This design comes from an exercise in tuning for small area and a short achievable clock period on the open sky130 flow, not from production work.
RTL that was checked went through simulation tests only; none was proved equivalent to the original.
Power is estimated from default activity; no workload was simulated.

// fp16_fma_top
module fp16_fma_top (
    input  logic        clk,
    input  logic        rst_n,
    input  logic        in_valid,
    input  logic [15:0] a,
    input  logic [15:0] b,
    input  logic [15:0] c,
    output logic [15:0] result,
    output logic        out_valid
);
Size in the first run: roughly 2,300 cells after synthesis, about 420 flip-flops.
clock: 8.0 ns
lec_check: 0
cap_margin: 20
core_margin: 2
core_utilization: 40
setup_slack_margin: 4.8
slew_margin: 20
run.sh (not shown) runs the stock make flow with config.mk's settings and CLKGATE_MAP_FILE= SYNTH_SCRIPT=/design/flow/synth_recipe.tcl, a recipe that flattens the netlist after the stock synthesis.
Change:
--- a/flow/config.mk
+++ b/flow/config.mk
@@ -10,2 +10,3 @@
-export CORE_UTILIZATION = 40
-export SETUP_SLACK_MARGIN = 4.8
+export CORE_UTILIZATION = 65
+export PLACE_DENSITY = 0.75
+export SETUP_SLACK_MARGIN = 5.0
After rerunning: Sequential share of layout area grows by 0.13 points. Count of clock-buffer cells in the layout grows by 7. Cell area hardly moves. Wire length shrinks by 1.2%. Maximum frequency grows by 1.5%. Sequential power hardly moves. Clock skew shrinks by 0.0094 ns. Core utilization grows by 30 points.
Change:
--- a/flow/config.mk
+++ b/flow/config.mk
@@ -10,2 +10 @@
-export CORE_UTILIZATION = 65
-export PLACE_DENSITY = 0.75
+export CORE_UTILIZATION = 40
After rerunning: The changed run went through all stages and came out clean; via count shrinks slightly; die area goes up by well over a third; core utilization goes down by 28 points; count of clock-buffer cells in the layout is lower by 8; worst setup slack improved by 0.020 ns; synthesized cell count is unchanged; routed wire length climbs by a few percent; fmax grows slightly; sequential power stays flat; register-to-register slack improved by 0.02 ns.
Change:
--- a/flow/config.mk
+++ b/flow/config.mk
@@ -11 +11 @@
-export SETUP_SLACK_MARGIN = 5.0
+export SETUP_SLACK_MARGIN = 4.5
Outcome: Die area is unchanged; worst setup slack is worse by 0.31 ns; core utilization drops by 2.4 points; combinational power drops by 5.3%; worst hold slack improves by 0.0076 ns; design area went down by 4.8%; global-route usage decreases by 0.94 points.
Change:
--- a/flow/config.mk
+++ b/flow/config.mk
@@ -10,2 +10,3 @@
-export CORE_UTILIZATION = 40
-export SETUP_SLACK_MARGIN = 4.5
+export CORE_UTILIZATION = 65
+export PLACE_DENSITY = 0.75
+export SETUP_SLACK_MARGIN = 4.8
What happened: The changed run completed without violations. Non-clock buffer count went up by 18. Final cell count went down by 7.5%. Core utilization went up by 29 points. Power hardly moves. Hold slack loses 0.018 ns. Die area went down by about 40%. Sequential power went up by about 1%.
No run of this note included a check of the RTL's function; only the layout flow was run.

========
== run A ==
Another version of the RTL of fp16_fma_top (not shown whole).
Size: about 390 flip-flops, about 68 I/O pins, ~0.021 mm² of cells after synthesis.
## fp16_fma_top
module fp16_fma_top (
    input  logic        clk,
    input  logic        rst_n,
    input  logic        in_valid,
    input  logic [15:0] a,
    input  logic [15:0] b,
    input  logic [15:0] c,
    output logic [15:0] result,
    output logic        out_valid
);
Settings: LEC_CHECK=0, CAP_MARGIN=20, CORE_MARGIN=2, CORE_UTILIZATION=40, SETUP_SLACK_MARGIN=4.8, SLEW_MARGIN=20; clock period 8.0 ns.
#### Input delta (run B over run A)
- SETUP_SLACK_MARGIN: 4.8 -> 5.0
- PLACE_DENSITY: unset -> 0.75
- CORE_UTILIZATION: 40 -> 65
==> comparison <==
Run A ran to completion and came out clean on the timing, design-rule and antenna checks. Looking at the reports, run B completed the entire flow and the layout it produced met the timing, design-rule and antenna checks. Between run B and run A, the first-pass GRT wire length does not differ in any meaningful way. Run B against run A: setup slack rose 0.024 ns, reported sequential group power about even, via count of the routed design rose 5.1%, maximum frequency rose about 0.7%, area overhead of the layout relative to synthesis fell 0.16 points. Final critical path time including I/O delays and setup: run B better than run A. Looking at combined area of the multi-input logic cells, run B sits 1.6% higher than run A does. Of run B and run A, run A shows the higher share of the cycle needed by the critical path after routing, with run B below it. Summary of run B over run A: non-clock buffer count has increased; proportion of power drawn by flip-flops and latches has decreased.

========
main:
Another version of the RTL of fp16_fma_top (not shown whole).
Size: about 2100 cells after synthesis, roughly 68 I/O pins, roughly 20000 sq um of cells after synthesis.
## fp16_fma_top
module fp16_fma_top (
    input  logic        clk,
    input  logic        rst_n,
    input  logic        in_valid,
    input  logic [15:0] a,
    input  logic [15:0] b,
    input  logic [15:0] c,
    output logic [15:0] result,
    output logic        out_valid
);
==> flow/config.mk <==
export PLATFORM = sky130hd
export DESIGN_NAME = fp16_fma_top
export DESIGN_NICKNAME = fp16_fma_top
export VERILOG_FILES = /design/flow/design.v
export SDC_FILE = /design/flow/constraint.sdc
export NUM_CORES = 4
export LEC_CHECK = 0
export CAP_MARGIN = 20
export CORE_MARGIN = 2
export CORE_UTILIZATION = 40
export SETUP_SLACK_MARGIN = 3.0
export SLEW_MARGIN = 20
==> flow/constraint.sdc <==
create_clock -name core_clock -period 8.0 [get_ports {clk}]
set_input_delay 1.6000 -clock core_clock [delete_from_list [all_inputs] [get_ports {clk}]]
set_output_delay 1.6000 -clock core_clock [all_outputs]
set_load 0.01 [all_outputs]
main went all the way through synthesis, placement and routing and the layout is clean on timing, DRC and antenna.
Modified inputs, the feature branch compared to main
diff --git a/flow/config.mk b/flow/config.mk
--- a/flow/config.mk
+++ b/flow/config.mk
@@ -10,3 +10,2 @@
 export CORE_UTILIZATION = 40
-export SETUP_SLACK_MARGIN = 3.0
 export SLEW_MARGIN = 20
--- outcome ---
The feature branch: all stages complete, timing, DRC and antenna checks passed. main has a higher utilization than the feature branch. Diff the feature branch..main | clock skew | negligible. The feature branch vs main, mean number of vias per cell went down by 0.042. In terms of final worst hold slack, the feature branch and main differ only marginally. Relative to main, area share of buffers outside the clock network has decreased by 0.24 points in the feature branch. For global-route usage, the feature branch and main come out practically identical. Wire: the feature branch routes less than main. Changes observed in the feature branch relative to main: part of the power in the clock network has decreased, clock-buffer cell count picked up an extra 8.7%, final instance area went down, number of gates resized after CTS saw a decrease.

========
lane 1:
RTL: one of the versions met above, not the one the previous note started from.
For scale: ~2300 cells after synthesis, about 390 flip-flops, ~68 I/O pins, roughly 21000 um^2 of cells after synthesis.
export LEC_CHECK = 0
export CAP_MARGIN = 20
export CORE_MARGIN = 2
export CORE_UTILIZATION = 40
export CTS_CLUSTER_DIAMETER = 100
export CTS_CLUSTER_SIZE = 28
export SETUP_SLACK_MARGIN = 4.8
export SLEW_MARGIN = 20
create_clock -name core_clock -period 8.0 [get_ports {clk}]
Lane 1: PASS, flow complete, no timing, DRC or antenna violations
--- input diff lane 1..lane 3 ---
Settings: setting ABC_AREA to 1 for the first time; changing SETUP_SLACK_MARGIN from 4.8 to 5.0.
Results
| final critical-path required period | lane 3 vs lane 1 | better |. From lane 1 to lane 3 the numbers moved as follows: wire length of the first global-routing pass higher; global-route usage higher; final-report setup violation count roughly the same.

========
fp16_fma_top again, from the RTL that the note above started with.
clock: 8.0 ns
lec_check: 0
cap_margin: 20
core_margin: 2
core_utilization: 40
cts_cluster_diameter: 100
cts_cluster_size: 20
setup_slack_margin: 4.8
slew_margin: 20
The baseline completed with no timing, DRC or antenna violations.
Rerun with:
--- a/flow/config.mk
+++ b/flow/config.mk
@@ -11,2 +11 @@
-export CTS_CLUSTER_DIAMETER = 100
-export CTS_CLUSTER_SIZE = 20
+export CTS_BUF_LIST = sky130_fd_sc_hd__clkbuf_4 sky130_fd_sc_hd__clkbuf_8
The new run passed the timing, design-rule and antenna checks.
Critical path depth shrinks by 1.
Core utilization grows by 1.3 points.
Worst setup slack is better by 11 ps.
Routed wire length grows by about 1%.
Total power grows by 7.4%.
Combinational power stays flat.
Global-route usage grows by 0.53 points.
Rerun with:
--- a/flow/config.mk
+++ b/flow/config.mk
@@ -7,0 +8 @@
+export ABC_AREA = 1
@@ -11 +12,2 @@
-export CTS_BUF_LIST = sky130_fd_sc_hd__clkbuf_4 sky130_fd_sc_hd__clkbuf_8
+export CTS_CLUSTER_DIAMETER = 100
+export CTS_CLUSTER_SIZE = 28
Effect: The new run produced a clean layout; count of clock-buffer cells in the layout drops by 82; wire length climbs by about 2%; final cell count climbs by 14%; worst setup slack gains 96 ps; clock skew drops by 19 ps.
Rerun with:
--- a/flow/config.mk
+++ b/flow/config.mk
@@ -14 +14 @@
-export SETUP_SLACK_MARGIN = 4.8
+export SETUP_SLACK_MARGIN = 4.6
Total power is lower by 0.59%.
Final area shrinks by 1.6%.
First-iteration DRC count came out higher by 2.5%.
Maximum frequency came out lower by 3.4%.
Global-route usage grows by 0.41 points.
Count of clock-buffer cells in the layout does not change.
Setup slack loses 110 ps.
Clock skew shrinks by 4.0 ps.
Die area stays the same.
Register-to-register slack got worse by 96 ps.
Clock power falls by about 3%.

========
Another version of the RTL of fp16_fma_top (not shown whole).
For scale: about 390 flip-flops, ~68 I/O pins, roughly 0.021 sq mm of cells after synthesis.
Settings: LEC_CHECK=0, ABC_AREA=1, CAP_MARGIN=20, CORE_MARGIN=2, CORE_UTILIZATION=40, CTS_CLUSTER_DIAMETER=100, CTS_CLUSTER_SIZE=28, SETUP_SLACK_MARGIN=4.9, SLEW_MARGIN=20; clock period 8.0 ns.
Change:
CORE_UTILIZATION = 60   (was 40)
PLACE_DENSITY = 0.7   (was default)
SETUP_SLACK_MARGIN = 4.8   (was 4.9)
The new run passed the timing, design-rule and antenna checks.
Power shrinks by 1.4%.
Synthesized cell count does not change.
Clock power goes down by about 10%.
Sequential power increases by about 1%.
Flip-flop and latch count stays the same.
Change:
CORE_UTILIZATION = 40   (was 60)
PLACE_DENSITY = default   (was 0.7)
Effect: Critical path depth is unchanged. Final cell count goes up by 6.7%. Routed wire length goes down by 2.1%.

========
## v3
Another version of the RTL of fp16_fma_top (not shown whole).
Size in the first run: ~2,400 cells after synthesis, about 68 I/O pins.
clock: 8.0 ns
lec_check: 0
cap_margin: 20
core_margin: 2
core_utilization: 40
setup_slack_margin: 4.0
slew_margin: 20
Looking at the reports, v3 completed the entire flow and the layout it produced met the timing, design-rule and antenna checks.
[inputs] v16 vs v3
Settings: a change of SETUP_SLACK_MARGIN from 4.0 to 5.0.
### Flow results
v16 vs v3: arrival time of data at the critical path endpoint down in v16
Looking at post-route core utilization, v16 sits 3.5 points above v3.
v16: clock network power share lower than v3
No functional check of the RTL was part of any run of this note.

========
fp16_fma_top, a different RTL version from the one above (not shown whole).
Size: ~350 flip-flops, roughly 68 I/O pins.
export LEC_CHECK = 0
export CAP_MARGIN = 20
export CORE_MARGIN = 2
export CORE_UTILIZATION = 40
export SETUP_SLACK_MARGIN = 4.0
export SLEW_MARGIN = 20
create_clock -name core_clock -period 8.0 [get_ports {clk}]
The baseline completed without violations.
Next try:
SETUP_SLACK_MARGIN = 5.0   (was 4.0)
Result: Hold slack is better by 0.0037 ns; wire length climbs by a few percent; die area stays the same; global-route usage climbs by 0.63 points; setup slack barely changes.

[afterwards: timing with drivers on the ports]
No port has a modelled driver above. Below, the same layouts with a new extraction and two added sets of constraints.
Step 1 (the two cells are an assumption about what drives the block):
set clk [get_ports {clk}]
set_driving_cell -lib_cell sky130_fd_sc_hd__clkbuf_16 $clk
set_driving_cell -lib_cell sky130_fd_sc_hd__buf_2 [delete_from_list [all_inputs] $clk]
Step 2 also shifts input and output timing later by t, the mid clock arrival at the registers, as if the neighbouring blocks saw the same clock.
Slacks: no drivers / after step 1 / after step 2; pairs: no drivers / after step 1.
run | shift t [ns] | slack for setup (ns) | slew at the worst register clock pin (ns) | pins driven straight from the clock port
the first run of note 1 | 0.621 | 4.768 / 4.768 / 4.238 | 0.06 / 0.06 | 1
the second run of note 1 | 0.589 | 4.815 / 4.815 / 4.444 | 0.06 / 0.06 | 1
the third run of note 1 | 0.631 | 4.835 / 4.835 / 4.406 | 0.07 / 0.07 | 1
the fourth run of note 1 | 0.644 | 4.526 / 4.526 / 3.954 | 0.06 / 0.06 | 1
the fifth run of note 1 | 0.588 | 4.663 / 4.663 / 4.263 | 0.06 / 0.06 | 1
run A | 0.617 | 4.713 / 4.713 / 4.220 | 0.07 / 0.07 | 1
run B | 0.594 | 4.738 / 4.738 / 4.444 | 0.07 / 0.07 | 1
main | 0.594 | 3.183 / 3.214 / 2.620 | 0.07 / 0.07 | 1
the feature branch | 0.594 | 2.139 / 2.173 / 1.579 | 0.07 / 0.07 | 1
lane 1 | 0.599 | 4.709 / 4.709 / 4.258 | 0.10 / 0.10 | 1
lane 3 | 0.611 | 4.839 / 4.839 / 4.314 | 0.11 / 0.11 | 1
the first run of note 5 | 0.607 | 4.690 / 4.690 / 4.237 | 0.09 / 0.09 | 1
the second run of note 5 | 0.671 | 4.700 / 4.700 / 4.189 | 0.07 / 0.07 | 1
the third run of note 5 | 0.601 | 4.796 / 4.796 / 4.294 | 0.11 / 0.11 | 1
the fourth run of note 5 | 0.603 | 4.682 / 4.689 / 4.085 | 0.11 / 0.11 | 1
the first run of note 6 | 0.603 | 4.798 / 4.798 / 4.354 | 0.10 / 0.10 | 1
the second run of note 6 | 0.589 | 4.776 / 4.776 / 4.299 | 0.11 / 0.11 | 1
the third run of note 6 | 0.600 | 4.816 / 4.816 / 4.288 | 0.10 / 0.10 | 1
v3 | 0.599 | 4.116 / 4.116 / 3.582 | 0.06 / 0.06 | 1
v16 | 0.619 | 4.449 / 4.449 / 4.408 | 0.06 / 0.06 | 1
the first run of note 8 | 0.600 | 4.078 / 4.078 / 3.675 | 0.07 / 0.07 | 1
the second run of note 8 | 0.606 | 4.081 / 4.081 / 4.081 | 0.06 / 0.06 | 1
After both steps every run listed still meets setup and hold. The setup slack of the fourth run of note 5, which loses most, moves by +0.007 ns with the drivers and by -0.597 ns with both steps.
